This is an optimization exercise on Yosys and OpenROAD, whose aim is small area, not a production implementation.
The RTL was checked by simulation tests, not by an equivalence proof against the original design.
No activity file was given, so power comes from the tool's default toggle rates.

--- config.mk ---
export PLATFORM = sky130hd
export DESIGN_NAME = motor_ctrl_top
export DESIGN_NICKNAME = motor_ctrl_top
export VERILOG_FILES = /design/flow/design.v
export SDC_FILE = /design/flow/constraint.sdc
export NUM_CORES = 4
export LEC_CHECK = 0
export CAP_MARGIN = 20
export CORE_MARGIN = 2
export CORE_UTILIZATION = 65
export SLEW_MARGIN = 20
--- constraint.sdc ---
create_clock -name core_clock -period 12.0 [get_ports {fpga_clk_50}]
set_input_delay 2.4000 -clock core_clock [delete_from_list [all_inputs] [get_ports {fpga_clk_50}]]
set_output_delay 2.4000 -clock core_clock [all_outputs]
set_load 0.01 [all_outputs]
--- design.v ---
package motor_pkg;
	localparam int SPEED_W = 16;    
	localparam int WIN_W   = 11;    
	localparam int DUTY_W  = 8;     
	localparam int INTEG_W = 24;    
	localparam int IDX_W   = 3;     
	typedef logic signed [SPEED_W-1:0] speed_t;
	typedef logic signed [WIN_W-1:0]   win_t;
	typedef logic signed [INTEG_W-1:0] integ_t;
	typedef logic        [DUTY_W-1:0]  duty_t;
	typedef logic        [IDX_W-1:0]   motor_idx_t;
	localparam int               DEF_NUM_MOTORS      = 6;
	localparam int               DEF_TICK_CYCLES     = 2000;       
	localparam int               DEF_DEBOUNCE_CYCLES = 4;
	localparam logic [5:0]       DEF_MIRROR_MASK     = 6'b111000;  
	localparam int               KP_SHIFT            = 2;
	localparam int               KI_SHIFT            = 4;
	localparam int               DUTY_MAX            = 255;
endpackage
module rc_add #(
	parameter int W = 8
) (
	input  logic [W-1:0] a,
	input  logic [W-1:0] b,
	input  logic         ci,
	output logic [W-1:0] s,
	output logic [W:0]   c
);
	assign c[0] = ci;
	for (genvar i = 0; i < W; i++)
	begin : g_bit
		assign s[i]   = a[i] ^ b[i] ^ c[i];
		assign c[i+1] = (a[i] & b[i]) | (a[i] & c[i]) | (b[i] & c[i]);
	end
endmodule
module rc_updn #(
	parameter int W = 8
) (
	input  logic [W-1:0] a,
	input  logic         up,
	input  logic         dn,
	output logic [W-1:0] s
);
	logic [W:0] cu;
	logic [W:0] cd;
	assign cu[0] = up;
	assign cd[0] = dn;
	for (genvar i = 0; i < W; i++)
	begin : g_bit
		assign s[i]    = a[i] ^ (cu[i] | cd[i]);
		assign cu[i+1] = cu[i] & a[i];
		assign cd[i+1] = cd[i] & !a[i];
	end
endmodule
module rc_lt #(
	parameter int W = 8
) (
	input  logic [W-1:0] a,
	input  logic [W-1:0] b,
	output logic         lt
);
	logic [W:0] c;
	assign c[0] = 1'b0;
	for (genvar i = 0; i < W; i++)
	begin : g_bit
		assign c[i+1] = (b[i] & !a[i]) | (c[i] & (b[i] | !a[i]));    
	end
	assign lt = c[W];
endmodule
module fast_updn #(
	parameter int W = 8
) (
	input  logic [W-1:0] a,
	input  logic         up,
	input  logic         dn,
	output logic [W-1:0] s
);
	logic [W:0] all1;    
	logic [W:0] all0;    
	assign all1[0] = 1'b1;
	assign all0[0] = 1'b1;
	for (genvar i = 0; i < W; i++)
	begin : g_bit
		assign all1[i+1] = all1[i] & a[i];
		assign all0[i+1] = all0[i] & !a[i];
		assign s[i]      = a[i] ^ ((up & all1[i]) | (dn & all0[i]));
	end
endmodule
`timescale 1ns/1ps
module quad_decoder #(
	parameter bit MIRROR = 1'b0
) (
	input  logic              fpga_clk_50,
	input  logic              hps_fpga_reset_n,
	input  logic              enc_a,
	input  logic              enc_b,
	input  logic              tick,      
	output motor_pkg::win_t   win        
);
	logic [1:0] sync_q1;
	logic [1:0] sync_q2;
	logic [1:0] filt;
	logic [1:0] filt_prev;
	logic [1:0] st [2];    
	logic       step_up;
	logic       step_dn;
	always_ff @(posedge fpga_clk_50 or negedge hps_fpga_reset_n)
	begin
		if (!hps_fpga_reset_n)
		begin
			sync_q1   <= '0;
			sync_q2   <= '0;
			filt      <= '0;
			filt_prev <= '0;
			st[0]     <= '0;
			st[1]     <= '0;
		end
		else
		begin
			sync_q1   <= {enc_a, enc_b};
			sync_q2   <= sync_q1;
			filt_prev <= filt;
			for (int i = 0; i < 2; i++)
			begin
				if (sync_q2[i] != filt[i])
				begin
					st[i] <= st[i] + 1'b1;
					if (st[i] == 2'd3)
						filt[i] <= sync_q2[i];
				end
				else
					st[i] <= '0;
			end
		end
	end
	always_comb
	begin
		step_up = 1'b0;
		step_dn = 1'b0;
		case ({filt_prev, filt})
			4'b00_10, 4'b10_11, 4'b11_01, 4'b01_00: step_up = 1'b1;
			4'b10_00, 4'b11_10, 4'b01_11, 4'b00_01: step_dn = 1'b1;
			default: ;
		endcase
	end
	motor_pkg::win_t win_next;
	logic up;
	logic dn;
	assign up = MIRROR ? step_dn : step_up;
	assign dn = MIRROR ? step_up : step_dn;
	rc_add #(.W (motor_pkg::WIN_W)) u_cnt (
		.a  (tick ? motor_pkg::win_t'(0) : win),
		.b  ({motor_pkg::WIN_W{dn}}),
		.ci (up),
		.s  (win_next)
	);
	always_ff @(posedge fpga_clk_50 or negedge hps_fpga_reset_n)
	begin
		if (!hps_fpga_reset_n)
			win <= '0;
		else
			win <= win_next;
	end
endmodule
`timescale 1ns/1ps
module speed_meter (
	input  logic              fpga_clk_50,
	input  logic              hps_fpga_reset_n,
	input  logic              tick,
	input  motor_pkg::win_t   win,
	output motor_pkg::win_t   spd,      
	output motor_pkg::speed_t speed
);
	always_ff @(posedge fpga_clk_50 or negedge hps_fpga_reset_n)
	begin
		if (!hps_fpga_reset_n)
			spd <= '0;
		else if (tick)
			spd <= win;
	end
	assign speed = motor_pkg::speed_t'(spd);    
endmodule
`timescale 1ns/1ps
module speed_regulator (
	input  logic                  fpga_clk_50,
	input  logic                  hps_fpga_reset_n,
	input  logic                  phase,       
	input  logic                  tick,        
	input  logic                  tick_d,      
	input  logic                  wr_a,        
	input  logic                  wr_b,        
	input  motor_pkg::speed_t     wdata,
	input  motor_pkg::win_t       win_a,       
	input  motor_pkg::win_t       spd_b,       
	output motor_pkg::duty_t      duty_a,      
	output motor_pkg::duty_t      duty_b,
	output logic [1:0]            dir_a,       
	output logic [1:0]            dir_b
);
	localparam int IW = motor_pkg::INTEG_W;
	motor_pkg::integ_t   integ0;
	motor_pkg::integ_t   integ1;
	motor_pkg::duty_t    duty0;
	motor_pkg::duty_t    duty1;
	motor_pkg::speed_t   pend0;
	motor_pkg::speed_t   pend1;
	logic                w0;
	logic                w1;
	logic                fwd_q;         
	logic                rev_q;
	logic                en;
	motor_pkg::win_t     speed;
	logic [16:0]         err;
	logic [IW:0]         integ_sum;
	logic                ovf;
	motor_pkg::integ_t   integ_next;
	logic                neg;
	logic                sat;
	logic [7:0]          low;
	motor_pkg::duty_t    duty_next;
	logic                fwd;
	logic                rev;
	logic                phase_q;       
	always_ff @(posedge fpga_clk_50 or negedge hps_fpga_reset_n)
	begin
		if (!hps_fpga_reset_n)
			phase_q <= 1'b0;
		else
			phase_q <= !phase_q;
	end
	assign en     = tick || tick_d;
	assign speed  = phase_q ? spd_b : win_a;
	assign duty_a = duty1;
	assign duty_b = duty0;
	assign w0 = phase ? wr_a : wr_b;
	assign w1 = phase ? wr_b : wr_a;
	logic [4:0]  e0;
	logic [5:0]  e1_0;
	logic [5:0]  e1_1;
	logic [5:0]  ce0;
	logic [6:0]  ce1_0;
	logic [6:0]  ce1_1;
	logic        c11;
	rc_add #(.W (5)) u_e0 (.a (pend0[4:0]), .b (~speed[4:0]), .ci (1'b1), .s (e0), .c (ce0));
	rc_add #(.W (6)) u_e1_0 (.a (pend0[10:5]), .b (~speed[10:5]), .ci (1'b0), .s (e1_0), .c (ce1_0));
	rc_add #(.W (6)) u_e1_1 (.a (pend0[10:5]), .b (~speed[10:5]), .ci (1'b1), .s (e1_1), .c (ce1_1));
	assign err[4:0]  = e0;
	assign err[10:5] = ce0[5] ? e1_1 : e1_0;
	assign c11       = ce0[5] ? ce1_1[6] : ce1_0[6];
	fast_updn #(.W (6)) u_err_hi (
		.a  ({pend0[15], pend0[15:11]}),
		.up (c11 && speed[10]),
		.dn (!c11 && !speed[10]),
		.s  (err[16:11])
	);
	logic [16:0] sum_lo;
	logic [17:0] cs;
	rc_add #(.W (17)) u_int (.a (integ0[16:0]), .b (err), .ci (1'b0), .s (sum_lo), .c (cs));
	fast_updn #(.W (IW + 1 - 17)) u_int_hi (
		.a  ({integ0[IW-1], integ0[IW-1:17]}),
		.up (cs[17] && !err[16]),
		.dn (!cs[17] && err[16]),
		.s  (integ_sum[IW:17])
	);
	assign integ_sum[16:0] = sum_lo;
	assign ovf        = integ_sum[IW] ^ integ_sum[IW-1];
	assign integ_next = ovf ? {integ_sum[IW], {(IW - 1){!integ_sum[IW]}}} : integ_sum[IW-1:0];
	logic        big;
	logic [16:0] x;
	logic [16:0] y;
	logic [16:0] z;
	logic [16:0] ps;        
	logic [16:0] pc;        
	logic [7:0]  lo;
	logic [8:0]  cl;
	logic [8:0]  up0;       
	logic [9:0]  cu;
	logic        u_zero;    
	logic        u_ones;    
	logic        lo_nz;
	logic [7:0]  lo_neg;
	logic [8:0]  cn;
	assign big = !((&integ0[IW-1:19]) || !(|integ0[IW-1:19]));
	assign x   = {integ0[19], integ0[19:4]};
	assign y   = {{4{err[16]}}, err[16:4]};
	assign z   = {{2{err[16]}}, err[16:2]};
	assign ps  = x ^ y ^ z;
	assign pc  = (x & y) | (x & z) | (y & z);
	rc_add #(.W (8)) u_cmd_lo (.a (ps[7:0]), .b ({pc[6:0], 1'b0}), .ci (cs[4]), .s (lo), .c (cl));
	rc_add #(.W (9)) u_cmd_hi (.a (ps[16:8]), .b (pc[15:7]), .ci (1'b0), .s (up0), .c (cu));
	assign u_zero = cl[8] ? (&up0) : !(|up0);
	assign u_ones = cl[8] ? ((&up0[8:1]) && !up0[0]) : (&up0);
	assign lo_nz  = |lo;
	rc_add #(.W (8)) u_neg (.a (~lo), .b ('0), .ci (1'b1), .s (lo_neg), .c (cn));
	assign neg = big ? integ0[IW-1] : (up0[8] && !(cl[8] && (&up0)));
	assign sat = big || !(u_zero || (u_ones && lo_nz));
	assign low = neg ? lo_neg : lo;
	assign duty_next = sat ? 8'hff : low;
	assign rev       = neg;
	assign fwd       = !neg && (sat || lo_nz);
	always_ff @(posedge fpga_clk_50)
	begin
		fwd_q <= fwd;
		rev_q <= rev;
	end
	always_ff @(posedge fpga_clk_50 or negedge hps_fpga_reset_n)
	begin
		if (!hps_fpga_reset_n)
		begin
			integ0 <= '0;
			integ1 <= '0;
			duty0  <= '0;
			duty1  <= '0;
			pend0  <= '0;
			pend1  <= '0;
			dir_a  <= '0;
			dir_b  <= '0;
		end
		else
		begin
			integ0 <= integ1;
			integ1 <= en ? integ_next : integ0;
			duty0  <= duty1;
			duty1  <= en ? duty_next : duty0;
			pend0  <= w0 ? wdata : pend1;
			pend1  <= w1 ? wdata : pend0;
			if (tick_d)
			begin
				dir_a <= {fwd, fwd_q};
				dir_b <= {rev, rev_q};
			end
		end
	end
endmodule
`timescale 1ns/1ps
module pwm_generator (
	input  logic             fpga_clk_50,
	input  logic             hps_fpga_reset_n,
	input  motor_pkg::duty_t cnt,
	input  motor_pkg::duty_t duty,
	output logic             pwm
);
	motor_pkg::duty_t shadow;
	always_ff @(posedge fpga_clk_50 or negedge hps_fpga_reset_n)
	begin
		if (!hps_fpga_reset_n)
			shadow <= '0;
		else if (cnt == '1)
			shadow <= duty;
	end
	rc_lt #(.W (motor_pkg::DUTY_W)) u_cmp (.a (cnt), .b (shadow), .lt (pwm));
endmodule
`timescale 1ns/1ps
module setpoint_scheduler #(
	parameter int NUM_MOTORS = motor_pkg::DEF_NUM_MOTORS
) (
	input  logic                  fpga_clk_50,
	input  logic                  hps_fpga_reset_n,
	input  logic                  sp_req,
	input  motor_pkg::motor_idx_t sp_motor,
	input  motor_pkg::speed_t     sp_value,
	output logic                  sp_ack,
	output motor_pkg::duty_t      pwm_cnt,
	output logic                  tick,      
	output logic                  tick_d,    
	output logic [NUM_MOTORS-1:0] wr,        
	output motor_pkg::speed_t     wdata
);
	localparam int NP = NUM_MOTORS / 2;
	logic [6:0]        tick_hi;
	logic [1:0]        hs_state;    
	logic              wr_en;
	logic [NUM_MOTORS-1:0] wr_host;
	logic [NP-1:0]     dfr;         
	motor_pkg::speed_t sp_q;        
	motor_pkg::duty_t pwm_cnt_inc;
	logic [6:0]       tick_hi_inc;
	rc_add #(.W (8)) u_pwm_inc  (.a (pwm_cnt), .b ('0), .ci (1'b1), .s (pwm_cnt_inc));
	rc_add #(.W (7)) u_tick_inc (.a (tick_hi), .b ('0), .ci (1'b1), .s (tick_hi_inc));
	always_ff @(posedge fpga_clk_50 or negedge hps_fpga_reset_n)
	begin
		if (!hps_fpga_reset_n)
		begin
			pwm_cnt <= '0;
			tick_hi <= '0;
		end
		else
		begin
			pwm_cnt <= pwm_cnt_inc;
			if (pwm_cnt[3:0] == 4'hf)
				tick_hi <= (tick_hi == 7'd124) ? 7'd0 : tick_hi_inc;
		end
	end
	always_ff @(posedge fpga_clk_50 or negedge hps_fpga_reset_n)
	begin
		if (!hps_fpga_reset_n)
		begin
			tick   <= 1'b1;
			tick_d <= 1'b0;
		end
		else
		begin
			tick   <= (tick_hi == 7'd124) && (pwm_cnt[3:0] == 4'hf);
			tick_d <= tick;
		end
	end
	assign sp_ack = hs_state[0];
	assign wr_en  = (hs_state == 2'b00) && sp_req && (int'(sp_motor) < NUM_MOTORS);
	always_ff @(posedge fpga_clk_50 or negedge hps_fpga_reset_n)
	begin
		if (!hps_fpga_reset_n)
			hs_state <= 2'b00;
		else
			case (hs_state)
				2'b00:   if (sp_req) hs_state <= 2'b01;
				2'b01:   if (!sp_req) hs_state <= 2'b10;
				default: hs_state <= 2'b00;
			endcase
	end
	for (genvar i = 0; i < NUM_MOTORS; i++)
	begin : g_wr
		assign wr_host[i] = wr_en && (sp_motor == motor_pkg::motor_idx_t'(i));
	end
	always_ff @(posedge fpga_clk_50)
		sp_q <= sp_value;
	always_ff @(posedge fpga_clk_50 or negedge hps_fpga_reset_n)
	begin
		if (!hps_fpga_reset_n)
			dfr <= '0;
		else
			dfr <= tick ? wr_host[NUM_MOTORS-1:NP] : '0;
	end
	assign wr[NP-1:0]          = wr_host[NP-1:0];
	assign wr[NUM_MOTORS-1:NP] = (tick ? '0 : wr_host[NUM_MOTORS-1:NP]) | dfr;
	assign wdata               = (|dfr) ? sp_q : sp_value;
endmodule
`timescale 1ns/1ps
module motor_ctrl_top #(
	parameter int                    NUM_MOTORS      = motor_pkg::DEF_NUM_MOTORS,
	parameter int                    TICK_CYCLES     = motor_pkg::DEF_TICK_CYCLES,
	parameter int                    DEBOUNCE_CYCLES = motor_pkg::DEF_DEBOUNCE_CYCLES,
	parameter logic [NUM_MOTORS-1:0] MIRROR_MASK     = motor_pkg::DEF_MIRROR_MASK
) (
	input  logic                  fpga_clk_50,
	input  logic                  hps_fpga_reset_n,
	input  logic [NUM_MOTORS-1:0] enc_a,
	input  logic [NUM_MOTORS-1:0] enc_b,
	input  logic                  sp_req,
	input  motor_pkg::motor_idx_t sp_motor,
	input  motor_pkg::speed_t     sp_value,
	output logic                  sp_ack,
	output logic [NUM_MOTORS-1:0] pwm,
	output logic [NUM_MOTORS-1:0] dir_a,
	output logic [NUM_MOTORS-1:0] dir_b,
	output logic [NUM_MOTORS*motor_pkg::SPEED_W-1:0] meas_speed    
);
	localparam int NP = NUM_MOTORS / 2;
	localparam int SW = motor_pkg::SPEED_W;
	localparam int WW = motor_pkg::WIN_W;
	localparam int DW = motor_pkg::DUTY_W;
	logic                        tick;
	logic                        tick_d;
	logic [NUM_MOTORS-1:0]       wr;
	motor_pkg::duty_t            pwm_cnt;
	motor_pkg::speed_t           wdata;
	logic [NUM_MOTORS*WW-1:0]    win;
	logic [NUM_MOTORS*WW-1:0]    spd;
	logic [NUM_MOTORS*DW-1:0]    duty;
	setpoint_scheduler #(
		.NUM_MOTORS (NUM_MOTORS)
	) u_sched (
		.fpga_clk_50      (fpga_clk_50),
		.hps_fpga_reset_n (hps_fpga_reset_n),
		.sp_req           (sp_req),
		.sp_motor         (sp_motor),
		.sp_value         (sp_value),
		.sp_ack           (sp_ack),
		.pwm_cnt          (pwm_cnt),
		.tick             (tick),
		.tick_d           (tick_d),
		.wr               (wr),
		.wdata            (wdata)
	);
	for (genvar i = 0; i < NUM_MOTORS; i++)
	begin : g_motor
		quad_decoder #(
			.MIRROR (MIRROR_MASK[i])
		) u_dec (
			.fpga_clk_50      (fpga_clk_50),
			.hps_fpga_reset_n (hps_fpga_reset_n),
			.enc_a            (enc_a[i]),
			.enc_b            (enc_b[i]),
			.tick             (tick),
			.win              (win[i*WW +: WW])
		);
		speed_meter u_meter (
			.fpga_clk_50      (fpga_clk_50),
			.hps_fpga_reset_n (hps_fpga_reset_n),
			.tick             (tick),
			.win              (win[i*WW +: WW]),
			.spd              (spd[i*WW +: WW]),
			.speed            (meas_speed[i*SW +: SW])
		);
		pwm_generator u_pwm (
			.fpga_clk_50      (fpga_clk_50),
			.hps_fpga_reset_n (hps_fpga_reset_n),
			.cnt              (pwm_cnt),
			.duty             (duty[i*DW +: DW]),
			.pwm              (pwm[i])
		);
	end
	for (genvar p = 0; p < NP; p++)
	begin : g_pair
		logic [1:0] da;
		logic [1:0] db;
		speed_regulator u_reg (
			.fpga_clk_50      (fpga_clk_50),
			.hps_fpga_reset_n (hps_fpga_reset_n),
			.phase            (pwm_cnt[0]),
			.tick             (tick),
			.tick_d           (tick_d),
			.wr_a             (wr[p]),
			.wr_b             (wr[p+NP]),
			.wdata            (wdata),
			.win_a            (win[p*WW +: WW]),
			.spd_b            (spd[(p+NP)*WW +: WW]),
			.duty_a           (duty[p*DW +: DW]),
			.duty_b           (duty[(p+NP)*DW +: DW]),
			.dir_a            (da),
			.dir_b            (db)
		);
		assign dir_a[p]    = da[0];
		assign dir_b[p]    = db[0];
		assign dir_a[p+NP] = da[1];
		assign dir_b[p+NP] = db[1];
	end
endmodule
--- run.sh ---
#!/bin/bash
# synth_recipe.tcl (not shown) runs the flow's synth.tcl, then flattens the netlist and writes it again
# the make line also repeats each setting of config.mk as NAME=value (left out here)
make -C /OpenROAD-flow-scripts/flow DESIGN_CONFIG=/design/flow/config.mk WORK_HOME=/design/flow/orfs CLKGATE_MAP_FILE= SYNTH_SCRIPT=/design/flow/synth_recipe.tcl finish
==> results of run 1 <==
==> kinds of logic (layout without fill, tap and decap cells) <==
kind of cell / Yosys count / in the layout / synth area share
AO/OA/AOI/OAI: 433 / 433 / 0.0855
flip-flops: 599 / 599 / 0.489
XOR/XNOR: 89 / 89 / 0.0270
other: 0 / 2 / 0
AND/OR/NAND/NOR: 571 / 571 / 0.0939
multiplexers: 211 / 211 / 0.0758
adder cells (fa/ha/maj): 304 / 304 / 0.172
buffers and inverters: 416 / 560 / 0.0566
==> report_power, final <==
group	total [mW]	leakage (nW)	switching (mW)	internal (mW)
sequential	2.59	7.68	0.216	2.38
clock	1.86	0.974	0.792	1.07
combinational	2.68	7.79	1.53	1.15
total	7.14	16.4	2.54	4.60
==> worst min path at each step <==
stage	startpoint	endpoint	slack, ns
2_1_floorplan	g_motor[0].u_dec.sync_q1[0]	g_motor[0].u_dec.sync_q2[0]	0.33
3_3_place_gp	g_motor[2].u_dec.sync_q1[1]	g_motor[2].u_dec.sync_q2[1]	0.33
3_5_place_dp	g_motor[1].u_dec.sync_q1[0]	g_motor[1].u_dec.sync_q2[0]	0.33
4_1_cts	g_pair[0].u_reg.integ1[12]	g_pair[0].u_reg.integ0[12]	0.34
5_1_grt	g_pair[0].u_reg.integ1[12]	g_pair[0].u_reg.integ0[12]	0.35
6_report	g_pair[0].u_reg.integ1[12]	g_pair[0].u_reg.integ0[12]	0.34
==> through the flow <==
| step | std cells | hold slack [ns] |
|---|---|---|
| 2_1_floorplan | 2623 | 0.331 |
| 3_3_place_gp | 3257 | 0.332 |
| 3_5_place_dp | 3258 | 0.335 |
| 4_1_cts | 3372 | 0.336 |
| 5_1_grt | 3374 | 0.350 |
| 6_report | 3376 | 0.342 |
==> registers in the layout, indices dropped and copies added, names as in the netlist, 7 cells and up <==
signal                   flops
g_motor.u_dec.sync_q1       12
g_motor.u_dec.filt          12
g_motor.u_dec.win           66
g_motor.u_dec.st            24
g_motor.u_dec.filt_prev     12
g_motor.u_meter.spd         66
g_pair.u_reg.pend1          48
u_sched.tick_hi              7
u_sched.pwm_cnt              8
u_sched.sp_q                16
g_pair.u_reg.integ0         72
g_pair.u_reg.integ1         72
g_motor.u_dec.sync_q2       12
g_motor.u_pwm.shadow        48
g_pair.u_reg.duty0          24
g_pair.u_reg.duty1          24
g_pair.u_reg.pend0          48
==> synth_stat cells, drive strengths merged (61+ instances only) <==
cell,count
a21oi,180
ha,93
nand2b,72
inv,279
fa,195
nand2,88
dfrtp,576
clkbuf,76
o21ai,111
buf,61
nor2,217
mux2,151
==> final cells by class <==
type	instances	area (µm²)	area share
repair buffers	167	1660	0.0486
clock inverters	25	246	0.00720
inverters	279	1050	0.0306
flip-flops and latches	599	14900	0.435
multi-input cells	1608	13900	0.405
clock buffers	89	1740	0.0509
well taps	607	759	0.0222
diodes	2	5.00	0.000146
==> per-layer routing <==
metal | vias to the layer above | GRT usage | wire length [µm]
met2 | 384 | 0.431 | 29400
met4 | 0 | 0.0747 | 1450
li1 | 8839 | - | -
met5 | - | 0 | 0
met1 | 9619 | 0.382 | 27900
met3 | 94 | 0.0410 | 2780
==> tab_implementation.tex, run 1 <==
\begin{tabular}{lr}
\hline
Metric & Value \\
\hline
\multicolumn{2}{l}{\textbf{Yosys}} \\
EDFF count, synth & 0 \\
Mapped Cells & 2623 \\
Most used flip-flop cell after synthesis & sky130\_fd\_sc\_hd\_\_dfrtp\_1 \\
Fraction of registers with async set/reset & 0.963 \\
Share of Yosys cell area claimed by the top area cell type & 0.474 \\
Post-synthesis area per instance & 11.6 µm² \\
Post-synth top area cell & sky130\_fd\_sc\_hd\_\_dfrtp\_1 \\
Register area share after synthesis & 0.489 \\
\#FFs+latches synth & 599 \\
Synth warnings & 8 \\
Synth unique cells & 79 \\
Most area-consuming cells after synthesis & sky130\_fd\_sc\_hd\_\_dfrtp\_1 47\%, sky130\_fd\_sc\_hd\_\_fa\_1 13\%, sky130\_fd\_sc\_hd\_\_mux2\_2 5.6\% \\
Post-Synthesis Cell Area & 30400 µm² \\
Net count after synthesis & 2945 \\
\multicolumn{2}{l}{\textbf{Drt}} \\
DRC violations left & 0 \\
Detailed-route vias per instance & 5.61 \\
Starting DRC count in detailed routing & 1112 \\
Post-detailed-route count of antenna-violating nets & 0 \\
Number of vias after detailed routing & 18900 \\
Post-detailed-route wirelength per cell & 18.2 µm \\
Count of TritonRoute iterations in the first routing pass & 5 \\
Total wirelength of the detailed-routed design & 61600 µm \\
\multicolumn{2}{l}{\textbf{Pwr}} \\
Pwr Density & 209 nW/µm² \\
Post-route total power & 7.14 mW \\
Peak supply drop & 0.172 mV \\
LEAKAGE & 16.4 nW \\
\multicolumn{2}{l}{\textbf{Timing}} \\
Total Negative Setup Slacks & 0 ns \\
Achievable frequency & 90.9 MHz \\
Unrepaired setup endpoints after global routing & false \\
Post-route clock period utilization & 0.917 \\
Total of endpoints with negative setup slack in the final report & 0 \\
Normalized max-slew margin & 0.287 \\
Clock period minus worst slack & 11.00 ns \\
Final Hold Violating Endpoints & 0 \\
Number of max-slew violations in the final report & 0 \\
Slew @ Worst Pin & 1.07 ns \\
Setup clock skew after layout & 0.0199 ns \\
Final critical-path setup slack & 1.00 ns \\
\multicolumn{2}{l}{\textbf{Cells and area}} \\
Share of cells above drive strength 1 & 0.115 \\
Leading cell type in the layout, fill and taps excluded & sky130\_fd\_sc\_hd\_\_dfrtp\_1 \\
Synth-to-Final Area Change & 12.5\% \\
Fill cells & 3148 \\
Final Net Count & 3037 \\
Top library cells by usage in the layout, fill and taps aside & 576 x sky130\_fd\_sc\_hd\_\_dfrtp\_1, 279 x sky130\_fd\_sc\_hd\_\_inv\_1, 215 x sky130\_fd\_sc\_hd\_\_nor2\_1, 195 x sky130\_fd\_sc\_hd\_\_fa\_1, 179 x sky130\_fd\_sc\_hd\_\_a21oi\_1 \\
Fin area & 34200 µm² \\
Post-Route Utilization & 0.738 \\
\multicolumn{2}{l}{\textbf{Worst hold path}} \\
Worst hold path stage count & 0 \\
Worst min path class & flop to flop \\
\multicolumn{2}{l}{\textbf{Worst setup path}} \\
Required @ worst endpoint & 12.50 ns \\
R2R Setup Slk & 1.0 ns \\
Timing startpoint of the critical path & g\_pair[2].u\_reg.phase\_q \\
Type of destination of the critical path & flop \\
Critical path's top delay family & adder cells \\
Cell with the biggest individual delay on the critical path & sky130\_fd\_sc\_hd\_\_xor2\_1 \\
Worst r2r src & g\_pair[2].u\_reg.phase\_q \\
Cell seen most often among critical-path stages & sky130\_fd\_sc\_hd\_\_fa\_1 \\
Maximum fanout encountered on the critical timing path & 12 \\
Crit path launch type & flop \\
Maximum cell stage delay along the critical path & 0.67 ns \\
Endpoint arrival time on the critical path & 11.50 ns \\
Reg-to-Reg End & g\_pair[2].u\_reg.dir\_b[1] \\
Logic depth of the worst register-to-register path & 34 \\
Destination of the critical timing path & g\_pair[2].u\_reg.dir\_b[1] \\
Total stage count of the critical path & 34 \\
Kind of critical path & flop to flop \\
Number of buffer and inverter stages on the critical path & 3 \\
\multicolumn{2}{l}{\textbf{Clock network}} \\
Root Buffer & sky130\_fd\_sc\_hd\_\_clkbuf\_16 \\
\# hold bufs at CTS & 0 \\
Sink count of the clock tree & 599 \\
Post-cts sizing count & 0 \\
Clock transition at the registers of the reported paths & 0.06 ns \\
Clock buffer depth & 3 \\
Clock latency on the worst-skew pair & 0.63 ns \\
Num CTS Buffers & 60 \\
Post-CTS Setup Repair Bufs & 0 \\
Htree depth & 2 \\
CTS tree & done \\
\multicolumn{2}{l}{\textbf{Global route}} \\
Gr ovfl total & 0 \\
Via count of the first global-routing pass & 19900 \\
Aggregate global-route resource usage & 0.267 \\
Maximum number of pins on one net before global-route repair & 151 \\
Initial antenna violation count & 2 \\
First-pass GRT wire length & 102000 µm \\
\multicolumn{2}{l}{\textbf{Placed design}} \\
Cell area after placement & 32200 µm² \\
Routability Congestion & 0.876 \\
Count of port buffers added during placement & 148 \\
Worst setup slack before clock tree synthesis & 1.09 ns \\
Detailed Place HPWL & 44400 µm \\
\multicolumn{2}{l}{\textbf{Die}} \\
Initial Utilization & 0.656 \\
DIE AREA & 48500 µm² \\
Standard-cell row count & 79 \\
Width of the die & 220 µm \\
Die Height & 220 µm \\
Area of the core region & 46400 µm² \\
Ports & 149 \\
\multicolumn{2}{l}{\textbf{Job}} \\
Number of max-capacitance violations reported & 0 \\
\multicolumn{2}{l}{\textbf{Outcome}} \\
Status & timing/DRC/antenna clean \\
\hline
\end{tabular}
==> run 2, diff against run 1 <==
--- a/design.v
+++ b/design.v
@@ -104,7 +104,7 @@
 	logic [1:0] st [2];    
 	logic       step_up;
 	logic       step_dn;
-	always_ff @(posedge fpga_clk_50 or negedge hps_fpga_reset_n)
+	always_ff @(posedge fpga_clk_50)
 	begin
 		if (!hps_fpga_reset_n)
 		begin
@@ -154,7 +154,7 @@
 		.ci (up),
 		.s  (win_next)
 	);
-	always_ff @(posedge fpga_clk_50 or negedge hps_fpga_reset_n)
+	always_ff @(posedge fpga_clk_50)
 	begin
 		if (!hps_fpga_reset_n)
 			win <= '0;
@@ -303,7 +303,7 @@
 		fwd_q <= fwd;
 		rev_q <= rev;
 	end
-	always_ff @(posedge fpga_clk_50 or negedge hps_fpga_reset_n)
+	always_ff @(posedge fpga_clk_50)
 	begin
 		if (!hps_fpga_reset_n)
 		begin
@@ -313,8 +313,6 @@
 			duty1  <= '0;
 			pend0  <= '0;
 			pend1  <= '0;
-			dir_a  <= '0;
-			dir_b  <= '0;
 		end
 		else
 		begin
@@ -324,11 +322,19 @@
 			duty1  <= en ? duty_next : duty0;
 			pend0  <= w0 ? wdata : pend1;
 			pend1  <= w1 ? wdata : pend0;
-			if (tick_d)
-			begin
-				dir_a <= {fwd, fwd_q};
-				dir_b <= {rev, rev_q};
-			end
+		end
+	end
+	always_ff @(posedge fpga_clk_50 or negedge hps_fpga_reset_n)
+	begin
+		if (!hps_fpga_reset_n)
+		begin
+			dir_a <= '0;
+			dir_b <= '0;
+		end
+		else if (tick_d)
+		begin
+			dir_a <= {fwd, fwd_q};
+			dir_b <= {rev, rev_q};
 		end
 	end
 endmodule
--- a/config.mk
+++ b/config.mk
@@ -8,4 +8,6 @@
 export CAP_MARGIN = 20
 export CORE_MARGIN = 2
 export CORE_UTILIZATION = 65
+export CTS_BUF_LIST = sky130_fd_sc_hd__clkbuf_8
+export CTS_CLUSTER_SIZE = 20
 export SLEW_MARGIN = 20
==> run 2 against run 1 <==
Net effect: maximum frequency grew 5.1%; critical path type unchanged; first-iteration DRC count is essentially flat; largest power group is now registers; combinational power down 94%.
==> tab_implementation.tex, run 2 <==
\begin{tabular}{lr}
\hline
Metric & Value \\
\hline
\multicolumn{2}{l}{\textbf{Yosys}} \\
Post-synthesis area per instance & 10.4 µm² (was 11.6 µm²) \\
Synth warnings & 8 (unchanged) \\
Share of Yosys cell area claimed by the top area cell type & 0.306 (was 0.474) \\
Mapped Cells & 2826 (was 2623) \\
Synth unique cells & 81 (was 79) \\
EDFF count, synth & 0 (unchanged) \\
Register area share after synthesis & 0.435 (was 0.489) \\
Count leader, synth & sky130\_fd\_sc\_hd\_\_dfxtp\_1 (was sky130\_fd\_sc\_hd\_\_dfrtp\_1) \\
Post-synth top area cell & sky130\_fd\_sc\_hd\_\_dfxtp\_1 (was sky130\_fd\_sc\_hd\_\_dfrtp\_1) \\
Most used flip-flop cell after synthesis & sky130\_fd\_sc\_hd\_\_dfxtp\_1 (was sky130\_fd\_sc\_hd\_\_dfrtp\_1) \\
Post-Synthesis Cell Area & 29300 µm² (was 30400 µm²) \\
Fraction of registers with async set/reset & 0.252 (was 0.963) \\
Most area-consuming cells after synthesis & sky130\_fd\_sc\_hd\_\_dfxtp\_1 31\%, sky130\_fd\_sc\_hd\_\_fa\_1 13\%, sky130\_fd\_sc\_hd\_\_dfrtp\_1 13\% (was sky130\_fd\_sc\_hd\_\_dfrtp\_1 47\%, sky130\_fd\_sc\_hd\_\_fa\_1 13\%, sky130\_fd\_sc\_hd\_\_mux2\_2 5.6\%) \\
Net count after synthesis & 3148 (was 2945) \\
Post-synth top cells & 448 x sky130\_fd\_sc\_hd\_\_dfxtp\_1, 300 x sky130\_fd\_sc\_hd\_\_nor2\_1, 234 x sky130\_fd\_sc\_hd\_\_inv\_1 (was 576 x sky130\_fd\_sc\_hd\_\_dfrtp\_1, 279 x sky130\_fd\_sc\_hd\_\_inv\_1, 217 x sky130\_fd\_sc\_hd\_\_nor2\_1) \\
\#FFs+latches synth & 599 (unchanged) \\
\multicolumn{2}{l}{\textbf{Drt}} \\
Number of vias after detailed routing & 19800 (was 18900) \\
Detailed-route vias per instance & 5.53 (was 5.61) \\
Post-detailed-route count of antenna-violating nets & 0 (unchanged) \\
Starting DRC count in detailed routing & 1113 (was 1112) \\
Total wirelength of the detailed-routed design & 61900 µm (was 61600 µm) \\
Post-detailed-route wirelength per cell & 17.3 µm (was 18.2 µm) \\
Count of TritonRoute iterations in the first routing pass & 5 (unchanged) \\
DRC violations left & 0 (unchanged) \\
\multicolumn{2}{l}{\textbf{Clock network}} \\
Clock latency on the worst-skew pair & 0.68 ns (was 0.63 ns) \\
Clock buffer depth & 3 (unchanged) \\
Num CTS Buffers & 98 (was 60) \\
Post-cts sizing count & 0 (unchanged) \\
\# hold bufs at CTS & 0 (unchanged) \\
Clock transition at the registers of the reported paths & 0.06 ns (about the same) \\
Htree depth & 3 (was 2) \\
Sink count of the clock tree & 599 (unchanged) \\
Post-CTS Setup Repair Bufs & 0 (unchanged) \\
CTS tree & done (unchanged) \\
Root Buffer & sky130\_fd\_sc\_hd\_\_clkbuf\_8 (was sky130\_fd\_sc\_hd\_\_clkbuf\_16) \\
\multicolumn{2}{l}{\textbf{Outcome}} \\
Status & timing/DRC/antenna clean (unchanged) \\
\multicolumn{2}{l}{\textbf{Worst setup path}} \\
Crit path launch type & flop (unchanged) \\
Cell seen most often among critical-path stages & sky130\_fd\_sc\_hd\_\_fa\_1 (unchanged) \\
Maximum cell stage delay along the critical path & 0.67 ns (about the same) \\
Maximum fanout encountered on the critical timing path & 16 (was 12) \\
Critical path's top delay family & adder cells (unchanged) \\
Number of buffer and inverter stages on the critical path & 2 (was 3) \\
Required @ worst endpoint & 12.57 ns (was 12.50 ns) \\
Cell with the biggest individual delay on the critical path & sky130\_fd\_sc\_hd\_\_dfrtp\_1 (was sky130\_fd\_sc\_hd\_\_xor2\_1) \\
R2R Setup Slk & 1.53 ns (was 1.0 ns) \\
Endpoint arrival time on the critical path & 11.03 ns (was 11.50 ns) \\
Type of destination of the critical path & flop (unchanged) \\
Kind of critical path & flop to flop (unchanged) \\
\multicolumn{2}{l}{\textbf{Pwr}} \\
Post-route total power & 3.99 mW (was 7.14 mW) \\
Peak supply drop & 0.0856 mV (was 0.172 mV) \\
LEAKAGE & 13.8 nW (was 16.4 nW) \\
Pwr Density & 121 nW/µm² (was 209 nW/µm²) \\
\multicolumn{2}{l}{\textbf{Cells and area}} \\
Top library cells by usage in the layout, fill and taps aside & 448 x sky130\_fd\_sc\_hd\_\_dfxtp\_1, 298 x sky130\_fd\_sc\_hd\_\_nor2\_1, 270 x sky130\_fd\_sc\_hd\_\_inv\_1, 195 x sky130\_fd\_sc\_hd\_\_fa\_1, 150 x sky130\_fd\_sc\_hd\_\_dfrtp\_1 (was 576 x sky130\_fd\_sc\_hd\_\_dfrtp\_1, 279 x sky130\_fd\_sc\_hd\_\_inv\_1, 215 x sky130\_fd\_sc\_hd\_\_nor2\_1, 195 x sky130\_fd\_sc\_hd\_\_fa\_1, 179 x sky130\_fd\_sc\_hd\_\_a21oi\_1) \\
Final Net Count & 3236 (was 3037) \\
Registers with the highest flip-flop counts & g\_pair.u\_reg.integ0: 72 flops, g\_pair.u\_reg.integ1: 72 flops (unchanged) \\
Fin area & 32900 µm² (was 34200 µm²) \\
Fill cells & 3234 (was 3148) \\
Leading cell type in the layout, fill and taps excluded & sky130\_fd\_sc\_hd\_\_dfxtp\_1 (was sky130\_fd\_sc\_hd\_\_dfrtp\_1) \\
Share of cells above drive strength 1 & 0.111 (was 0.115) \\
Synth-to-Final Area Change & 12.4\% (was 12.5\%) \\
\multicolumn{2}{l}{\textbf{Global route}} \\
Via count of the first global-routing pass & 20500 (was 19900) \\
First-pass GRT wire length & 102000 µm (about the same) \\
Aggregate global-route resource usage & 0.271 (was 0.267) \\
Gr ovfl total & 0 (unchanged) \\
Initial antenna violation count & 5 (was 2) \\
Maximum number of pins on one net before global-route repair & 125 (was 151) \\
\multicolumn{2}{l}{\textbf{Die}} \\
Die Height & 216 µm (was 220 µm) \\
DIE AREA & 46800 µm² (was 48500 µm²) \\
Ports & 149 (unchanged) \\
Initial Utilization & 0.661 (was 0.656) \\
Area of the core region & 44300 µm² (was 46400 µm²) \\
Width of the die & 216 µm (was 220 µm) \\
Standard-cell row count & 77 (was 79) \\
\multicolumn{2}{l}{\textbf{Worst hold path}} \\
Worst min path class & flop to flop (unchanged) \\
\multicolumn{2}{l}{\textbf{Timing}} \\
Post-route clock period utilization & 0.872 (was 0.917) \\
Number of max-slew violations in the final report & 0 (unchanged) \\
Normalized max-slew margin & 0.281 (was 0.287) \\
Clock period minus worst slack & 10.47 ns (was 11.00 ns) \\
Achievable frequency & 95.5 MHz (was 90.9 MHz) \\
Unrepaired setup endpoints after global routing & false (unchanged) \\
Total of endpoints with negative setup slack in the final report & 0 (unchanged) \\
Final Hold Violating Endpoints & 0 (unchanged) \\
Setup clock skew after layout & 0.0256 ns (was 0.0199 ns) \\
Total Negative Setup Slacks & 0 ns (unchanged) \\
Slew @ Worst Pin & 1.08 ns (was 1.07 ns) \\
\multicolumn{2}{l}{\textbf{Placed design}} \\
Count of port buffers added during placement & 148 (unchanged) \\
Detailed Place HPWL & 43800 µm (was 44400 µm) \\
Routability Congestion & 0.868 (was 0.876) \\
Cell area after placement & 30900 µm² (was 32200 µm²) \\
\multicolumn{2}{l}{\textbf{Job}} \\
Number of max-capacitance violations reported & 0 (unchanged) \\
\hline
\end{tabular}
run 2: routing by layer:
metal  up-vias  GRT usage  routed length, µm  share of wire
li1       9535          -                  -              -
met1      9724      0.363              27700           0.45
met2       471      0.440              29000           0.47
met3       110     0.0480               3270          0.053
met4         4      0.105               1810          0.029
met5         -          0                 28        0.00045
run 2: final cells by class:
cell class | count | area, µm² | area share
clock inverters | 53 | 318 | 0.00965
flip-flops and latches | 599 | 12800 | 0.387
well taps | 592 | 741 | 0.0225
clock buffers | 125 | 1720 | 0.0522
repair buffers | 165 | 1620 | 0.0491
diodes | 2 | 5.00 | 0.000152
multi-input cells | 1815 | 14900 | 0.452
inverters | 235 | 887 | 0.0269
run 2: worst paths after layout:
kind                       cells past startpoint                      start                         end
max                                           28    g_pair[1].u_reg.phase_q  g_pair[1].u_reg.integ1[16]
min                                            1  g_motor[3].u_dec.st[0][0]   g_motor[3].u_dec.st[0][0]
max reg2reg                                   28    g_pair[1].u_reg.phase_q  g_pair[1].u_reg.integ1[16]
min reg2reg                                    1  g_motor[3].u_dec.st[0][0]   g_motor[3].u_dec.st[0][0]
min in group asynchronous                      1           hps_fpga_reset_n  g_motor[4].u_pwm.shadow[3]
max in group asynchronous                      3           hps_fpga_reset_n   g_motor[3].u_meter.spd[3]
run 2: kinds of logic (layout without fill, tap and decap cells):
logic type                 Yosys count  count (layout)  share of synthesized area
AOI/OAI and AO/OA                  422             422                     0.0899
xor gates and xnor gates            88              88                     0.0263
adders and majority gates          304             304                      0.178
buffers and inverters              412             578                     0.0587
DFF                                599             599                      0.435
muxes                              196             196                     0.0722
other                                0               2                          0
and+or+nand+nor                    805             805                      0.139
run 2: power breakdown:
| part | leakage [nW] | internal (mW) | switching, mW |
|---|---|---|---|
| clock network | 1.19 | 0.999 | 0.811 |
| registers | 5.69 | 2.02 | 0.00801 |
| logic | 6.94 | 0.0544 | 0.0970 |
run 2: stage by stage:
stage | instances | setup WS, ns | utilization | hold WS (ns)
3_5_place_dp | 3406 | 1.61 | 0.697 | 0.409
5_1_grt | 3584 | 1.02 | 0.743 | 0.439
4_1_cts | 3584 | 1.52 | 0.743 | 0.421
3_3_place_gp | 3405 | 1.85 | 0.696 | 0.403
6_report | 3586 | 1.53 | 0.743 | 0.417
2_1_floorplan | 2826 | 2.35 | - | 0.396
==> run 3, diff against run 2 <==
--- a/config.mk
+++ b/config.mk
@@ -8,6 +8,4 @@
 export CAP_MARGIN = 20
 export CORE_MARGIN = 2
 export CORE_UTILIZATION = 65
-export CTS_BUF_LIST = sky130_fd_sc_hd__clkbuf_8
-export CTS_CLUSTER_SIZE = 20
 export SLEW_MARGIN = 20
==> run 3 against run 2 <==
Net effect: register-to-register slack improved by 0.05 ns; clock power rose by 14%; global-route usage barely moved; largest power group is now the clock network; critical path depth unchanged; first-iteration DRC count rose by 8.8%; via count fell by 0.98%; area after synthesis stayed put; sequential power about the same; synthesized cell count is the same; core utilization up 0.40 points; routed wire length hardly changed; sequential share of layout area is 0.21 points lower; largest cell class unchanged.
==> tab_implementation.tex, run 3 <==
\begin{tabular}{lr}
\hline
Metric & Value \\
\hline
\multicolumn{2}{l}{\textbf{Worst setup path}} \\
Critical path's top delay family & adder cells (unchanged) \\
Number of buffer and inverter stages on the critical path & 2 (unchanged) \\
Kind of critical path & flop to flop (unchanged) \\
Reg-to-Reg End & g\_pair[1].u\_reg.integ1[5] (was g\_pair[1].u\_reg.integ1[16]) \\
Cell seen most often among critical-path stages & sky130\_fd\_sc\_hd\_\_fa\_1 (unchanged) \\
R2R Setup Slk & 1.58 ns (was 1.53 ns) \\
Endpoint arrival time on the critical path & 10.94 ns (was 11.03 ns) \\
Worst r2r src & g\_pair[1].u\_reg.phase\_q (unchanged) \\
Type of destination of the critical path & flop (unchanged) \\
Maximum fanout encountered on the critical timing path & 16 (unchanged) \\
Destination of the critical timing path & g\_pair[1].u\_reg.integ1[5] (was g\_pair[1].u\_reg.integ1[16]) \\
Crit path launch type & flop (unchanged) \\
Maximum cell stage delay along the critical path & 0.67 ns (about the same) \\
Logic depth of the worst register-to-register path & 28 (unchanged) \\
Cell with the biggest individual delay on the critical path & sky130\_fd\_sc\_hd\_\_dfrtp\_1 (unchanged) \\
Required @ worst endpoint & 12.52 ns (was 12.57 ns) \\
Total stage count of the critical path & 28 (unchanged) \\
Timing startpoint of the critical path & g\_pair[1].u\_reg.phase\_q (unchanged) \\
\multicolumn{2}{l}{\textbf{Die}} \\
Width of the die & 216 µm (unchanged) \\
Standard-cell row count & 77 (unchanged) \\
Ports & 149 (unchanged) \\
Die Height & 216 µm (unchanged) \\
Initial Utilization & 0.661 (unchanged) \\
DIE AREA & 46800 µm² (unchanged) \\
Area of the core region & 44300 µm² (unchanged) \\
\multicolumn{2}{l}{\textbf{Yosys}} \\
Synth warnings & 8 (unchanged) \\
Count leader, synth & sky130\_fd\_sc\_hd\_\_dfxtp\_1 (unchanged) \\
Share of Yosys cell area claimed by the top area cell type & 0.306 (unchanged) \\
Post-synth top cells & 448 x sky130\_fd\_sc\_hd\_\_dfxtp\_1, 300 x sky130\_fd\_sc\_hd\_\_nor2\_1, 234 x sky130\_fd\_sc\_hd\_\_inv\_1 (unchanged) \\
Post-synthesis area per instance & 10.4 µm² (unchanged) \\
Mapped Cells & 2826 (unchanged) \\
Synth unique cells & 81 (unchanged) \\
Post-Synthesis Cell Area & 29300 µm² (unchanged) \\
Net count after synthesis & 3148 (unchanged) \\
Most area-consuming cells after synthesis & sky130\_fd\_sc\_hd\_\_dfxtp\_1 31\%, sky130\_fd\_sc\_hd\_\_fa\_1 13\%, sky130\_fd\_sc\_hd\_\_dfrtp\_1 13\% (unchanged) \\
Fraction of registers with async set/reset & 0.252 (unchanged) \\
EDFF count, synth & 0 (unchanged) \\
Most used flip-flop cell after synthesis & sky130\_fd\_sc\_hd\_\_dfxtp\_1 (unchanged) \\
Register area share after synthesis & 0.435 (unchanged) \\
\#FFs+latches synth & 599 (unchanged) \\
Post-synth top area cell & sky130\_fd\_sc\_hd\_\_dfxtp\_1 (unchanged) \\
\multicolumn{2}{l}{\textbf{Clock network}} \\
Clock buffer depth & 3 (unchanged) \\
Root Buffer & sky130\_fd\_sc\_hd\_\_clkbuf\_16 (was sky130\_fd\_sc\_hd\_\_clkbuf\_8) \\
CTS tree & done (unchanged) \\
Clock latency on the worst-skew pair & 0.62 ns (was 0.68 ns) \\
Htree depth & 2 (was 3) \\
Clock transition at the registers of the reported paths & 0.06 ns (about the same) \\
\# hold bufs at CTS & 0 (unchanged) \\
Num CTS Buffers & 59 (was 98) \\
Sink count of the clock tree & 599 (unchanged) \\
Post-cts sizing count & 0 (unchanged) \\
Post-CTS Setup Repair Bufs & 0 (unchanged) \\
\multicolumn{2}{l}{\textbf{Timing}} \\
Final critical-path setup slack & 1.58 ns (was 1.53 ns) \\
Unrepaired setup endpoints after global routing & false (unchanged) \\
Slew @ Worst Pin & 1.07 ns (was 1.08 ns) \\
Setup clock skew after layout & 0.0149 ns (was 0.0256 ns) \\
Post-route clock period utilization & 0.868 (was 0.872) \\
Total of endpoints with negative setup slack in the final report & 0 (unchanged) \\
Number of max-slew violations in the final report & 0 (unchanged) \\
Total Negative Setup Slacks & 0 ns (unchanged) \\
Final Hold Violating Endpoints & 0 (unchanged) \\
Achievable frequency & 96.0 MHz (was 95.5 MHz) \\
Clock period minus worst slack & 10.42 ns (was 10.47 ns) \\
Normalized max-slew margin & 0.282 (was 0.281) \\
\multicolumn{2}{l}{\textbf{Global route}} \\
Gr ovfl total & 0 (unchanged) \\
Aggregate global-route resource usage & 0.270 (was 0.271) \\
GR Layer Usage met3 & 0.0399 (was 0.0480) \\
Initial antenna violation count & 6 (was 5) \\
Maximum number of pins on one net before global-route repair & 125 (unchanged) \\
Met1 global-route usage & 0.371 (was 0.363) \\
Via count of the first global-routing pass & 20100 (was 20500) \\
First-pass GRT wire length & 103000 µm (was 102000 µm) \\
Most utilized layer in the global route result & met2 (unchanged) \\
Met2 track utilization from global routing & 0.447 (was 0.440) \\
\multicolumn{2}{l}{\textbf{Cells and area}} \\
Sequential standard cell area & 12800 µm² (unchanged) \\
Leading cell type in the layout, fill and taps excluded & sky130\_fd\_sc\_hd\_\_dfxtp\_1 (unchanged) \\
Fill cells & 3156 (was 3234) \\
Final Net Count & 3197 (was 3236) \\
Synth-to-Final Area Change & 13.0\% (was 12.4\%) \\
Share of cells above drive strength 1 & 0.102 (was 0.111) \\
Registers with the highest flip-flop counts & g\_pair.u\_reg.integ0: 72 flops, g\_pair.u\_reg.integ1: 72 flops (unchanged) \\
Multi-input gate area in the final layout & 14900 µm² (unchanged) \\
Top library cells by usage in the layout, fill and taps aside & 448 x sky130\_fd\_sc\_hd\_\_dfxtp\_1, 298 x sky130\_fd\_sc\_hd\_\_nor2\_1, 233 x sky130\_fd\_sc\_hd\_\_inv\_1, 195 x sky130\_fd\_sc\_hd\_\_fa\_1, 150 x sky130\_fd\_sc\_hd\_\_dfrtp\_1 (was 448 x sky130\_fd\_sc\_hd\_\_dfxtp\_1, 298 x sky130\_fd\_sc\_hd\_\_nor2\_1, 270 x sky130\_fd\_sc\_hd\_\_inv\_1, 195 x sky130\_fd\_sc\_hd\_\_fa\_1, 150 x sky130\_fd\_sc\_hd\_\_dfrtp\_1) \\
\multicolumn{2}{l}{\textbf{Placed design}} \\
Detailed Place HPWL & 43800 µm (unchanged) \\
Count of port buffers added during placement & 148 (unchanged) \\
Routability Congestion & 0.868 (unchanged) \\
Worst setup slack before clock tree synthesis & 1.61 ns (unchanged) \\
\multicolumn{2}{l}{\textbf{Drt}} \\
Post-detailed-route wirelength per cell & 17.6 µm (was 17.3 µm) \\
Post-detailed-route count of antenna-violating nets & 0 (unchanged) \\
DRC violations left & 0 (unchanged) \\
Count of TritonRoute iterations in the first routing pass & 5 (unchanged) \\
Total wirelength of the detailed-routed design & 61800 µm (was 61900 µm) \\
Starting DRC count in detailed routing & 1211 (was 1113) \\
Detailed-route vias per instance & 5.59 (was 5.53) \\
Number of vias after detailed routing & 19600 (was 19800) \\
\multicolumn{2}{l}{\textbf{Outcome}} \\
Status & timing/DRC/antenna clean (unchanged) \\
\multicolumn{2}{l}{\textbf{Pwr}} \\
LEAKAGE & 13.7 nW (was 13.8 nW) \\
Pwr Density & 128 nW/µm² (was 121 nW/µm²) \\
Peak supply drop & 0.118 mV (was 0.0856 mV) \\
\multicolumn{2}{l}{\textbf{Worst hold path}} \\
Worst min path class & flop to flop (unchanged) \\
Worst hold start & g\_motor[5].u\_dec.st[1][0] (was g\_motor[3].u\_dec.st[0][0]) \\
\multicolumn{2}{l}{\textbf{Job}} \\
Number of max-capacitance violations reported & 0 (unchanged) \\
\hline
\end{tabular}
-- run 3: cell counts after synthesis --
Identical to the previous run, type by type.
-- run 3: logic make-up (layout without fill, tap and decap cells) --
logic type | count (synthesis) | after routing | share of synthesized area
other | 0 | 2 | 0
XOR/XNOR | 88 | 88 | 0.0263
AND/OR/NAND/NOR | 805 | 805 | 0.139
buffers and inverters | 412 | 510 | 0.0587
adder cells (fa/ha/maj) | 304 | 304 | 0.178
flip-flops | 599 | 599 | 0.435
AO/OA/AOI/OAI | 422 | 422 | 0.0899
multiplexers | 196 | 196 | 0.0722
-- run 3: per-stage QoR --
| step | cells | power, mW | hold WS, ns | utilization | area (µm²) |
|---|---|---|---|---|---|
| 6_report | 3518 | 4.24 | 0.421 | 0.747 | 33100 |
| 3_3_place_gp | 3405 | 2.21 | 0.403 | 0.696 | 30900 |
| 4_1_cts | 3516 | 4.27 | 0.421 | 0.747 | 33100 |
| 3_5_place_dp | 3406 | 2.22 | 0.409 | 0.697 | 30900 |
| 5_1_grt | 3516 | 4.37 | 0.435 | 0.747 | 33100 |
| 2_1_floorplan | 2826 | 2.16 | 0.396 | - | 29300 |
-- run 3: layout make-up --
cell class	instances	area share
flip-flops and latches	599	0.385
clock inverters	28	0.0133
clock buffers	82	0.0537
diodes	2	0.000151
multi-input cells	1815	0.450
inverters	235	0.0268
well taps	592	0.0224
repair buffers	165	0.0489
-- run 3: worst min-delay path by stage --
stage | to | cells past startpoint | slack, ns
finish | g_motor[5].u_dec.st[1][0] | 1 | 0.42
global route | g_motor[5].u_dec.st[1][0] | 1 | 0.43
CTS | g_motor[0].u_dec.st[1][0] | 1 | 0.42
detailed placement | g_motor[0].u_dec.st[1][0] | 1 | 0.41
global placement | g_motor[0].u_dec.st[1][0] | 1 | 0.40
floorplan | g_motor[0].u_dec.st[0][0] | 1 | 0.40
-- run 3: layer usage --
metal | up-vias | wire (µm)
li1 | 9438 | -
met1 | 9690 | 27800
met2 | 427 | 29500
met3 | 88 | 3040
met4 | 6 | 1490
met5 | - | 41
-- run 3: power by group --
part	internal [mW]	switching (mW)	leakage [nW]
Clock	1.27	0.795	1.09
Sequential	2.01	0.00801	5.69
Combinational	0.0544	0.0965	6.94
Total	3.34	0.899	13.7
==> run 4, diff against run 3 <==
--- a/config.mk
+++ b/config.mk
@@ -8,4 +8,7 @@
 export CAP_MARGIN = 20
 export CORE_MARGIN = 2
 export CORE_UTILIZATION = 65
+export CTS_BUF_LIST = sky130_fd_sc_hd__clkbuf_16
+export CTS_CLUSTER_DIAMETER = 100
+export CTS_CLUSTER_SIZE = 28
 export SLEW_MARGIN = 20
==> run 4 against run 3 <==
Net effect: still clean on timing, DRC and antenna; sequential power is essentially flat; synthesized cell count is the same; die area is the same; critical endpoint is now g_pair[1].u_reg.integ1[16].
==> tab_implementation.tex, run 4 <==
\begin{tabular}{lr}
\hline
Metric & Value \\
\hline
\multicolumn{2}{l}{\textbf{Timing}} \\
Post-route clock period utilization & 0.872 (was 0.868) \\
Clock period minus worst slack & 10.46 ns (was 10.42 ns) \\
Setup clock skew after layout & 0.0378 ns (was 0.0149 ns) \\
Unrepaired setup endpoints after global routing & false (unchanged) \\
Slew @ Worst Pin & 1.09 ns (was 1.07 ns) \\
Achievable frequency & 95.6 MHz (was 96.0 MHz) \\
Total Negative Setup Slacks & 0 ns (unchanged) \\
Total of endpoints with negative setup slack in the final report & 0 (unchanged) \\
Normalized max-slew margin & 0.270 (was 0.282) \\
Number of max-slew violations in the final report & 0 (unchanged) \\
Final Hold Violating Endpoints & 0 (unchanged) \\
\multicolumn{2}{l}{\textbf{Cells and area}} \\
Registers with the highest flip-flop counts & g\_pair.u\_reg.integ0: 72 flops, g\_pair.u\_reg.integ1: 72 flops (unchanged) \\
Layout Cells excl Fill & 3451 (was 3518) \\
Share of cells above drive strength 1 & 0.0767 (was 0.102) \\
Final Net Count & 3163 (was 3197) \\
Leading cell type in the layout, fill and taps excluded & sky130\_fd\_sc\_hd\_\_dfxtp\_1 (unchanged) \\
Top library cells by usage in the layout, fill and taps aside & 448 x sky130\_fd\_sc\_hd\_\_dfxtp\_1, 298 x sky130\_fd\_sc\_hd\_\_nor2\_1, 249 x sky130\_fd\_sc\_hd\_\_inv\_1, 195 x sky130\_fd\_sc\_hd\_\_fa\_1, 150 x sky130\_fd\_sc\_hd\_\_dfrtp\_1 (was 448 x sky130\_fd\_sc\_hd\_\_dfxtp\_1, 298 x sky130\_fd\_sc\_hd\_\_nor2\_1, 233 x sky130\_fd\_sc\_hd\_\_inv\_1, 195 x sky130\_fd\_sc\_hd\_\_fa\_1, 150 x sky130\_fd\_sc\_hd\_\_dfrtp\_1) \\
Fill cells & 3361 (was 3156) \\
Sequential standard cell area & 12800 µm² (unchanged) \\
Synth-to-Final Area Change & 7.90\% (was 13.0\%) \\
Multi-input gate area in the final layout & 14900 µm² (unchanged) \\
\multicolumn{2}{l}{\textbf{Clock network}} \\
Post-CTS Setup Repair Bufs & 0 (unchanged) \\
Clock latency on the worst-skew pair & 0.61 ns (was 0.62 ns) \\
Clock buffer depth & 3 (unchanged) \\
CTS tree & done (unchanged) \\
Post-cts sizing count & 0 (unchanged) \\
Clock transition at the registers of the reported paths & 0.11 ns (was 0.06 ns) \\
Root Buffer & sky130\_fd\_sc\_hd\_\_clkbuf\_16 (unchanged) \\
Htree depth & 1 (was 2) \\
Num CTS Buffers & 25 (was 59) \\
\# hold bufs at CTS & 0 (unchanged) \\
Sink count of the clock tree & 599 (unchanged) \\
\multicolumn{2}{l}{\textbf{Global route}} \\
Gr ovfl total & 0 (unchanged) \\
Initial antenna violation count & 6 (unchanged) \\
Aggregate global-route resource usage & 0.261 (was 0.270) \\
Via count of the first global-routing pass & 19700 (was 20100) \\
Maximum number of pins on one net before global-route repair & 125 (unchanged) \\
First-pass GRT wire length & 99700 µm (was 103000 µm) \\
\multicolumn{2}{l}{\textbf{Yosys}} \\
EDFF count, synth & 0 (unchanged) \\
Synth Area in Compound Gates & 0.0899 (unchanged) \\
Net count after synthesis & 3148 (unchanged) \\
Simple-gate portion of the synthesized area & 0.139 (unchanged) \\
Post-Synthesis Cell Area & 29300 µm² (unchanged) \\
Most area-consuming cells after synthesis & sky130\_fd\_sc\_hd\_\_dfxtp\_1 31\%, sky130\_fd\_sc\_hd\_\_fa\_1 13\%, sky130\_fd\_sc\_hd\_\_dfrtp\_1 13\% (unchanged) \\
\#FFs+latches synth & 599 (unchanged) \\
Combinational family with the most area after synthesis & adder cells (unchanged) \\
Post-synthesis area per instance & 10.4 µm² (unchanged) \\
Synth warnings & 8 (unchanged) \\
Most used flip-flop cell after synthesis & sky130\_fd\_sc\_hd\_\_dfxtp\_1 (unchanged) \\
Share of Yosys cell area claimed by the top area cell type & 0.306 (unchanged) \\
Synth Area in XOR/XNOR & 0.0263 (unchanged) \\
Register area share after synthesis & 0.435 (unchanged) \\
Fraction of registers with async set/reset & 0.252 (unchanged) \\
Post-synth top area cell & sky130\_fd\_sc\_hd\_\_dfxtp\_1 (unchanged) \\
Adder and majority gate portion of the synthesized area & 0.178 (unchanged) \\
Synth unique cells & 81 (unchanged) \\
Count leader, synth & sky130\_fd\_sc\_hd\_\_dfxtp\_1 (unchanged) \\
Multiplexer share of the synthesized area & 0.0722 (unchanged) \\
Post-synth top cells & 448 x sky130\_fd\_sc\_hd\_\_dfxtp\_1, 300 x sky130\_fd\_sc\_hd\_\_nor2\_1, 234 x sky130\_fd\_sc\_hd\_\_inv\_1 (unchanged) \\
Mapped Cells & 2826 (unchanged) \\
\multicolumn{2}{l}{\textbf{Worst setup path}} \\
Type of destination of the critical path & flop (unchanged) \\
Crit path launch type & flop (unchanged) \\
Maximum fanout encountered on the critical timing path & 16 (unchanged) \\
Required @ worst endpoint & 12.50 ns (was 12.52 ns) \\
Endpoint arrival time on the critical path & 10.96 ns (was 10.94 ns) \\
Worst r2r src & g\_pair[1].u\_reg.phase\_q (unchanged) \\
Maximum cell stage delay along the critical path & 0.68 ns (was 0.67 ns) \\
Cell seen most often among critical-path stages & sky130\_fd\_sc\_hd\_\_fa\_1 (unchanged) \\
R2R Setup Slk & 1.54 ns (was 1.58 ns) \\
Timing startpoint of the critical path & g\_pair[1].u\_reg.phase\_q (unchanged) \\
Kind of critical path & flop to flop (unchanged) \\
Cell with the biggest individual delay on the critical path & sky130\_fd\_sc\_hd\_\_dfrtp\_1 (unchanged) \\
\multicolumn{2}{l}{\textbf{Die}} \\
Ports & 149 (unchanged) \\
Die Height & 216 µm (unchanged) \\
Standard-cell row count & 77 (unchanged) \\
Width of the die & 216 µm (unchanged) \\
Area of the core region & 44300 µm² (unchanged) \\
Initial Utilization & 0.661 (unchanged) \\
DIE AREA & 46800 µm² (unchanged) \\
\multicolumn{2}{l}{\textbf{Pwr}} \\
Pwr Density & 101 nW/µm² (was 128 nW/µm²) \\
Switching share of power & 0.229 (was 0.212) \\
Net switching component of the power & 0.729 mW (was 0.899 mW) \\
Clock power share & 0.318 (was 0.487) \\
Register share of total power & 0.634 (was 0.477) \\
LEAKAGE & 13.0 nW (was 13.7 nW) \\
Peak supply drop & 0.0964 mV (was 0.118 mV) \\
Cell-internal power & 2.46 mW (was 3.34 mW) \\
Part of the power in combinational logic & 0.047 (was 0.036) \\
\multicolumn{2}{l}{\textbf{Drt}} \\
Detailed-route vias per instance & 5.59 (about the same) \\
Count of TritonRoute iterations in the first routing pass & 5 (unchanged) \\
Starting DRC count in detailed routing & 1153 (was 1211) \\
Number of vias after detailed routing & 19300 (was 19600) \\
DRC violations left & 0 (unchanged) \\
Total wirelength of the detailed-routed design & 60100 µm (was 61800 µm) \\
Post-detailed-route count of antenna-violating nets & 0 (unchanged) \\
Post-detailed-route wirelength per cell & 17.4 µm (was 17.6 µm) \\
\multicolumn{2}{l}{\textbf{Job}} \\
Number of max-capacitance violations reported & 0 (unchanged) \\
\multicolumn{2}{l}{\textbf{Placed design}} \\
Detailed Place HPWL & 43800 µm (unchanged) \\
Routability Congestion & 0.868 (unchanged) \\
Placed insts & 3406 (unchanged) \\
Count of port buffers added during placement & 148 (unchanged) \\
\multicolumn{2}{l}{\textbf{Worst hold path}} \\
Worst min path class & flop to flop (unchanged) \\
Worst hold start & g\_motor[3].u\_dec.st[0][0] (was g\_motor[5].u\_dec.st[1][0]) \\
\multicolumn{2}{l}{\textbf{Outcome}} \\
Status & timing/DRC/antenna clean (unchanged) \\
\hline
\end{tabular}
run 4: critical path: cells and delay by family (launching register included):
| kind | cells | cell delay (ns) |
|---|---|---|
| DFF | 1 | 0.68 |
| muxes | 1 | 0.41 |
| xor gates and xnor gates | 1 | 0.32 |
| AOI/OAI and AO/OA | 3 | 0.62 |
| and+or+nand+nor | 4 | 1.43 |
| adders and majority gates | 17 | 6.67 |
| buffers and inverters | 2 | 0.24 |
run 4: metrics by stage:
stage / worst slack, ns / power (mW) / util / hold WS, ns / area, µm²
final: 1.54 / 3.19 / 0.713 / 0.424 / 31600
after global routing: 1.02 / 3.30 / 0.713 / 0.450 / 31600
after CTS: 1.53 / 3.21 / 0.713 / 0.427 / 31600
after detailed placement: 1.61 / 2.22 / 0.697 / 0.409 / 30900
after global placement: 1.85 / 2.21 / 0.696 / 0.403 / 30900
after floorplan: 2.35 / 2.16 / - / 0.396 / 29300
run 4: metal layers:
layer	global-route usage	vias up	part of all wire
met2	0.434	382	0.47
li1	-	9340	-
met4	0.0724	6	0.026
met1	0.365	9482	0.46
met5	0	-	0.00065
met3	0.0281	83	0.041
run 4: cells by family (layout without fill, tap and decap cells):
kind of cell	Yosys count	count (layout)
simple gates	805	805
flops	599	599
compound gates	422	422
buf+inv	412	443
fa+ha+maj	304	304
mux	196	196
xor+xnor	88	88
other cells	0	2
run 4: final timing paths:
path,endpoint,depth (start not counted)
setup / recovery,g_pair[1].u_reg.integ1[16],28
hold / removal,g_motor[3].u_dec.st[0][0],1
setup reg to reg,g_pair[1].u_reg.integ1[16],28
hold reg to reg,g_motor[3].u_dec.st[0][0],1
max in group asynchronous,g_motor[3].u_meter.spd[3],3
min in group asynchronous,g_motor[4].u_pwm.shadow[1],1
run 4: final cells by class:
type | count | area share
Multi-Input combinational cell | 1815 | 0.471
Sequential cell | 599 | 0.403
Timing Repair Buffer | 165 | 0.0512
Inverter | 235 | 0.0281
Tap cell | 592 | 0.0234
Clock buffer | 25 | 0.0198
Clock inverter | 18 | 0.00281
Antenna cell | 2 | 0.000158
run 4: power groups by stage:
stage / clock network (mW) / registers [mW] / logic, mW
after global placement: 0 / 2.06 / 0.146
after floorplan: 0 / 2.06 / 0.0961
after CTS: 1.04 / 2.02 / 0.152
final: 1.01 / 2.02 / 0.151
after detailed placement: 0 / 2.07 / 0.151
after global routing: 1.10 / 2.02 / 0.170

[static timing again, ports no longer ideal]
In the flow no input, the clock included, has a driving cell. The finished layouts below were timed again as built, in two steps.
Step 1 sets driving cells, clkbuf_16 on the clock port and buf_2 on the other inputs (assumed; they add their load-dependent delay and slew).
Step 2 adds t to the input delays and takes it off the output delays; t is the mean of the earliest and latest rising clock arrival at the registers after step 1. Input paths then give back, and output paths get back, about the clock's delay inside the block.
a / b / c = ideal / step 1 / step 2; a / b = the first two.
| run | t, ns | setup slack, ns | hold slack, ns | slew at the worst register clock pin (ns) |
|---|---|---|---|---|
| run 1 | 0.677 | 1.000 / 1.000 / 1.000 | 0.342 / 0.342 / 0.342 | 0.06 / 0.06 |
| run 2 | 0.726 | 1.533 / 1.533 / 1.533 | 0.417 / 0.417 / 0.417 | 0.07 / 0.07 |
| run 3 | 0.670 | 1.582 / 1.582 / 1.582 | 0.421 / 0.421 / 0.421 | 0.07 / 0.07 |
| run 4 | 0.647 | 1.538 / 1.538 / 1.538 | 0.424 / 0.424 / 0.424 | 0.11 / 0.11 |
After both steps every run listed still meets setup and hold.
